This design comes from an exercise in tuning for small area, a short achievable clock period and few clock cycles on the open sky130 flow, not from production work. Function was checked by simulation only, so behaviour that the tests miss may differ from the original.

==> inputs of wip/quartz <==
## alu64
module alu64 (
  input  wire logic             clk,
  input  wire logic             rst_n,
  input  wire logic             req,
  input  wire alu_pkg::alu_op_t op,
  input  wire alu_pkg::word_t   r,
  input  wire alu_pkg::word_t   s,
  output logic                  ack,
  output alu_pkg::word_t        y,
  output logic                  c,
  output logic                  n,
  output logic                  z,
  output logic                  v
);
==> flow/config.mk <==
export PLATFORM = sky130hd
export DESIGN_NAME = alu64
export DESIGN_NICKNAME = alu64
export VERILOG_FILES = /design/flow/design.v
export SDC_FILE = /design/flow/constraint.sdc
export NUM_CORES = 4
export LEC_CHECK = 0
export CAP_MARGIN = 20
export CORE_MARGIN = 2
export CORE_UTILIZATION = 40
export CTS_BUF_LIST = sky130_fd_sc_hd__clkbuf_4
export SETUP_SLACK_MARGIN = 5
export SLEW_MARGIN = 20
export BUFFER_PORTS_ARGS = -buffer_cell sky130_fd_sc_hd__buf_1
==> flow/constraint.sdc <==
create_clock -name core_clock -period 10.0 [get_ports {clk}]
set_input_delay 2.0000 -clock core_clock [delete_from_list [all_inputs] [get_ports {clk}]]
set_output_delay 2.0000 -clock core_clock [all_outputs]
set_load 0.01 [all_outputs]
standard.sh (not shown) runs the stock make flow with config.mk's settings and CLKGATE_MAP_FILE= SYNTH_SCRIPT=/design/flow/synth_recipe.tcl, a recipe that flattens the netlist after the stock synthesis.
==> flow/flow/run.sh <==
#!/bin/bash
# The standard ORFS layout (standard.sh), with one change: the port buffers
# are sky130_fd_sc_hd__buf_1 instead of the cell buffer_ports picks by default.
# make's output goes to standard.log; ORFS keeps each step's log under orfs/logs.
set -euo pipefail
echo "export BUFFER_PORTS_ARGS = -buffer_cell sky130_fd_sc_hd__buf_1" >> config.mk
bash standard.sh > standard.log 2>&1
==> inputs of wip/maple, as changes to wip/quartz <==
--- a/flow/design.v
+++ b/flow/design.v
@@ -36,17 +36,16 @@
   typedef enum logic [1:0] {ctrl_idle, ctrl_busy, ctrl_done} ctrl_state_e;
   typedef enum logic [1:0] {md_idle, md_run, md_fix} md_state_e;
 endpackage
 `default_nettype wire
 `timescale 1ns/1ps
 `default_nettype none
 module alu_logic_unit (
   input  wire alu_pkg::alu_op_t op,
-  input  wire logic             kill,
   input  wire alu_pkg::word_t   r,
   input  wire alu_pkg::word_t   s,
   output alu_pkg::word_t        y,
   output logic                  c,
   output logic                  v
 );
   localparam int msb = alu_pkg::word_w - 1;
   logic [3:0]     tbl;
@@ -82,17 +81,16 @@
         c    = s[msb-1];
         v    = s[msb] ^ s[msb-1];
       end
       alu_pkg::op_lshr: begin shr = 1'b1; c = s[0]; end
       alu_pkg::op_ashr: begin shr = 1'b1; c = s[0]; hi_in = s[msb]; end
       alu_pkg::op_ror:  begin shr = 1'b1; c = s[0]; hi_in = s[0]; end
       default: ;
     endcase
-    if (kill) tbl = 4'b0000;
   end
   always_comb begin
     if (shl)      x = {s[msb-1:0], lo_in};
     else if (shr) x = {hi_in, s[msb:1]};
     else          x = s;
     if (ashl) x[msb] = s[msb];
     for (int i = 0; i <= msb; i++) y[i] = tbl[{r[i], x[i]}];
   end
@@ -183,17 +181,17 @@
   assign in_arith = (op == alu_pkg::op_inc) || (op == alu_pkg::op_dec) ||
                     (op == alu_pkg::op_add) || (op == alu_pkg::op_sub) ||
                     (op == alu_pkg::op_neg);
   assign r_zero   = (r == '0);
   assign s_zero   = (s == '0);
   alu_pkg::word_t lu_y;
   logic           lu_c, lu_v;
   alu_logic_unit u_logic (
-    .op (op), .kill (in_rem && st_dz), .r (r), .s (s), .y (lu_y), .c (lu_c), .v (lu_v)
+    .op (op), .r (r), .s (s), .y (lu_y), .c (lu_c), .v (lu_v)
   );
   logic [65:0]          a66, b66, pp66, sum66;
   alu_pkg::word_t       ay;
   logic                 cout;
   assign ay = (({64{k_aen}} & y) | ({64{k_ahi}} & hi) |
                ({64{k_ashl}} & {hi[msb-1:0], y[msb]})) ^ {64{k_ainv}};
   assign a66 = {{2{k_ahi & hi[msb]}}, ay};
   always_comb begin
@@ -270,22 +268,22 @@
         k_ahi                   <= 1'b1;
         k_ashl                  <= 1'b0;
         k_sgn                   <= 1'b1;
         {k_one, k_two, k_neg}   <= booth({r[1:0], 1'b0});
         k_cin                   <= r[1];
         k_mskip                 <= (r[7:0] == 8'h00);
       end else if (!in_div || r[msb] || s[msb] || s_zero) begin
         k_ashl  <= 1'b0;
-        k_aen   <= (op == alu_pkg::op_add) || (op == alu_pkg::op_sub) || (in_div && !s_zero);
-        k_ainv  <= (op == alu_pkg::op_dec) || (in_div && r[msb] && !s_zero);
+        k_aen   <= (op == alu_pkg::op_add) || (op == alu_pkg::op_sub) || in_div;
+        k_ainv  <= (op == alu_pkg::op_dec) || (in_div && r[msb]);
         k_one   <= !in_div;
         k_neg   <= (op == alu_pkg::op_sub) || (op == alu_pkg::op_neg);
         k_cin   <= (op == alu_pkg::op_sub) || (op == alu_pkg::op_neg) ||
-                   (op == alu_pkg::op_inc) || (in_div && r[msb] && !s_zero);
+                   (op == alu_pkg::op_inc) || (in_div && r[msb]);
       end
     end
     if (st[S_EXEC]) begin
       if (op_q == alu_pkg::op_div && !dz) begin
         if (opnd[msb]) begin
           k_ashl  <= 1'b0;
           k_cin   <= 1'b1;
         end
@@ -314,26 +312,38 @@
     y            <= y_idle_st ? y_idle : y_busy;
     {c, n, z, v} <= y_idle_st ? f_idle : f_busy;
   end
   alu_pkg::word_t y_idle, y_busy;
   logic [3:0]     f_idle, f_busy;
   logic           y_idle_st;
   assign y_idle_st = st[S_IDLE];
   always_comb begin
-    y_idle = (in_msw || (in_rem && !st_dz)) ? hi : lu_y;
-    if (in_msw || (in_rem && !st_dz)) f_idle = {1'b0, st_n, st_z, 1'b0};
-    else if (in_rem)                  f_idle = 4'b0001;
-    else                              f_idle = {lu_c, lu_y[msb], lu_y == '0, lu_v};
+    if (in_msw || (in_rem && !st_dz)) begin
+      y_idle = hi;
+      f_idle = {1'b0, st_n, st_z, 1'b0};
+    end else if (in_rem) begin
+      y_idle = '0;
+      f_idle = 4'b0001;
+    end else begin
+      y_idle = lu_y;
+      f_idle = {lu_c, lu_y[msb], lu_y == '0, lu_v};
+    end
     y_busy = y;
     f_busy = {c, n, z, v};
     if (st[S_EXEC]) begin
-      y_busy = sum66[msb:0];
-      if (op_q != alu_pkg::op_div) f_busy = {ar_c, ar[msb], ar_z, ar_v};
-      else if (dz)                 f_busy = 4'b0001;
+      if (op_q != alu_pkg::op_div) begin
+        y_busy = ar;
+        f_busy = {ar_c, ar[msb], ar_z, ar_v};
+      end else if (dz) begin
+        y_busy = '0;
+        f_busy = 4'b0001;
+      end else begin
+        y_busy = sum66[msb:0];
+      end
     end
     if (st[S_MUL]) begin
       if (k_mskip) begin
         y_busy = {hi[7:0], y[msb:8]};
         f_busy = {1'b0, hi[msb], zr, 1'b0};
       end else begin
         y_busy = {sum66[1:0], y[msb:2]};
         f_busy = {1'b0, sum66[65], zr, 1'b0};
==> out/qor.tcl <==
set qor(routedWlPerCell_microns) 32.2
set qor(status) {finished clean}
set qor(ratio_of_cells_with_drive_above_1_in_the_final_layout_pct) 14.9
set qor(comb_power_mw) 2.07
set qor(dp.final_hpwl_microns) 95400
set qor(cts_setup_buffers) 16
set qor(first_global_vias) 27200
set qor(worstReg2RegStart) {y[8]$_DFFE_PP_}
set qor(synth.area.mux_share_pct) 13.9
Source of the figures above: wip/maple

==> out/qor.tcl <==
set qor(status) {finished clean}
set qor(comb_power_mw) 2.41
set qor(cts_setup_buffers) 40
set qor(powerDensity_nw_per_um2) 161
set qor(worstReg2RegStart) {k_two$_DFF_P_}
set qor(routedWlPerCell_microns) 32.6
set qor(dp.final_hpwl_microns) 97500
set qor(first_global_vias) 28500
set qor(dr.max_layer_used) {met5}
Source of the figures above: wip/quartz

Testbench counts of wip/quartz, summed over its fixed seeds: cycles 21,966.
Testbench counts of wip/maple, summed over its fixed seeds: cycles 21,966.

## what the ideal ports hide
The flow's constraints put no driver on any port. The routed layouts listed below were extracted and timed again, unchanged, in two steps.
Step 1: set_driving_cell puts a clkbuf_16 on clk and a buf_2 on each other input, an assumption about the parent block.
Step 2 moves the port delays by t, midway between the first and last clock arrival at a register: inputs arrive t later, outputs are due t later. That takes back most of the time a late clock gives input paths.
Slacks: ideal / step 1 / step 2; pairs: ideal / step 1.
run | t, ns | setup slack, ns | worst hold slack (ns) | slew at the worst register clock pin (ns) | worst slew at a driven data input, ns
wip/quartz | 0.881 | 4.861 / 4.861 / 4.244 | 0.488 / 0.488 / 0.488 | 0.08 / 0.08 | 0.07
wip/maple | 0.900 | 5.096 / 5.096 / 4.285 | 0.557 / 0.557 / 0.557 | 0.09 / 0.09 | 0.06
After both steps every run listed still meets setup and hold. The setup slack of wip/maple, which loses most, moves by 0.000 ns with the drivers and by -0.811 ns with both steps.
